This design comes from an exercise in tuning for small area and a short achievable clock period on the open sky130 flow, not from production work.
Only simulation tests tie the RTL to the original design; equivalence was not proved.
No activity file was given, so power comes from the tool's default toggle rates.

red:
// btb_assoc
module btb_assoc #(
    parameter int PC_W   = 16,
    parameter int SETS   = 64,
    parameter int STAT_W = 16
) (
    input  logic              clk,
    input  logic              rst_n,
    input  logic              en,
    input  logic              flush,
    input  logic              lk_valid,
    input  logic [PC_W-1:0]   lk_pc,
    output logic              pr_valid,
    output logic              pr_hit,
    output logic              pr_taken,
    output logic [PC_W-1:0]   pr_target,
    input  logic              up_valid,
    input  logic              up_is_br,
    input  logic [PC_W-1:0]   up_pc,
    input  logic              up_taken,
    input  logic [PC_W-1:0]   up_target,
    input  logic              up_pred_taken,
    input  logic              stat_clr,
    output logic [STAT_W-1:0] br_cnt,
    output logic [STAT_W-1:0] hit_cnt,
    output logic [STAT_W-1:0] mispr_cnt
);
make LEC_CHECK=0 CAP_MARGIN=20 CORE_MARGIN=2 CORE_UTILIZATION=65 CTS_BUF_LIST='sky130_fd_sc_hd__clkbuf_4 sky130_fd_sc_hd__clkbuf_8' PLACE_DENSITY=0.75 SETUP_SLACK_MARGIN=3.5 SLEW_MARGIN=20 TNS_END_PERCENT=10 finish   # period 7.5 ns
run.sh (not shown) runs the stock make flow with config.mk's settings and CLKGATE_MAP_FILE= SYNTH_SCRIPT=/design/flow/synth_recipe.tcl, a recipe that flattens the netlist after the stock synthesis.
red did not finish; a tool error ended it in global routing (5_1_grt).
## Diff of input files: blue against red
Settings: SETUP_SLACK_MARGIN no longer set, was 3.5; TNS_END_PERCENT no longer set, was 10.
- blue failed in global routing (5_1_grt) with GRT-0116.
- Status: red FAILED at global routing (5_1_grt) (tool error)
- Comparing blue against red, there is no change at all in number of hold buffers added after cts.
- NOTE: number of gates given a new drive strength after cts in blue falls short of that of red
- Between red and blue, number of setup buffers added after CTS decreased.
- From red to blue the numbers moved as follows: count of mapped cells out of synthesis closely matched the old numbers; final weighted congestion in routability-driven placement shows an increase of 1.9%; effective utilization at floorplan shows no meaningful change; synthesized area level.

========
== run 1 ==
Another version of the RTL of btb_assoc (not shown whole).
Size: roughly 12000 cells after synthesis, about 130 I/O pins, ~170000 µm² of cells after synthesis.
Settings: LEC_CHECK=0, CAP_MARGIN=5, CORE_MARGIN=2, CORE_UTILIZATION=42, CTS_BUF_LIST=sky130_fd_sc_hd__clkbuf_8, CTS_CLUSTER_DIAMETER=50, CTS_CLUSTER_SIZE=14, PLACE_DENSITY=0.52, SETUP_SLACK_MARGIN=4.0, SLEW_MARGIN=5, TNS_END_PERCENT=10; clock period 7.5 ns.
standard.sh (not shown) runs the stock make flow with config.mk's settings and CLKGATE_MAP_FILE= SYNTH_SCRIPT=/design/flow/synth_recipe.tcl, a recipe that flattens the netlist after the stock synthesis.
==> flow/flow/run.sh <==
#!/bin/bash
set -euo pipefail
cd "$(dirname "$0")/.."
bash standard.sh 'BUFFER_PORTS_ARGS=-buffer_cell sky130_fd_sc_hd__buf_4' finish > make_finish.log 2>&1
Run 1: PASS, flow complete, no timing, DRC or antenna violations
For run 2, these inputs were changed with respect to run 1:
Settings: SLEW_MARGIN: 5 -> 10; CAP_MARGIN: 5 -> 10; CORE_UTILIZATION: 42 -> 45; SETUP_SLACK_MARGIN: 4.0 -> 4.3; PLACE_DENSITY: 0.52 -> 0.55.
==> comparison <==
- On fraction of power consumed by sequential logic, run 1 tracks run 2 almost exactly.
- Delta(met3 track demand over resource in global routing, run 2 - run 1) > 0
- | hold slack | run 2 vs run 1 | 0.0045 ns higher |
- Changes observed in run 2 relative to run 1: number of buffers outside the clock class in the layout higher, setup slack of the critical path after layout rose by 0.14 ns.
Changes in run 3 relative to run 2:
Settings: TNS_END_PERCENT now 5, was 10; CORE_UTILIZATION now 47, was 45; SETUP_SLACK_MARGIN now 3.9, was 4.3; PLACE_DENSITY now 0.57, was 0.55.
[summary]
Final critical delay including setup and external delays in run 3 is 0.30 ns higher than in run 2
Run 2 → run 3: final non-filler cell total decreased by 421 relative to the old numbers; transition time at the pin with the least slew margin climbed 0.10 ns.
Run 3 vs. run 2: setup slack at placement increased by 0.37 ns relative to the old numbers; final cell area excluding filler cells decreased by about 2.2% relative to the old numbers; initial cell density of the core increased by 2.0 points relative to the old numbers.
Number of antenna cells inserted came out lower on run 3 than on run 2.
Leakage power summed over all cells, run 3 vs run 2: down by a few percent

## separate check: timing with driven ports
The results above use ideal ports. As a check the final layouts listed here were re-extracted and re-timed, cells and wires unchanged. Step 1: set_driving_cell puts a clkbuf_16 on clk and a buf_2 on each other input, an assumption about the parent block. Step 2 adds t to the input delays and takes it off the output delays; t is the mean of the earliest and latest rising clock arrival at the registers after step 1. Input paths then give back, and output paths get back, about the clock's delay inside the block. Three values: ideal ports, drivers, drivers and shift; two values: the first two.
| run | t, ns | slack for setup (ns) | worst slew at a driven data input, ns |
|---|---|---|---|
| run 1 | 1.365 | 3.495 / 3.337 / 1.971 | 0.37 |
| run 2 | 1.362 | 3.636 / 3.383 / 2.020 | 0.54 |
| run 3 | 1.325 | 3.339 / 3.372 / 2.047 | 0.44 |
After both steps every run listed still meets setup and hold. The setup slack of run 2, which loses most, moves by -0.253 ns with the drivers and by -1.616 ns with both steps.
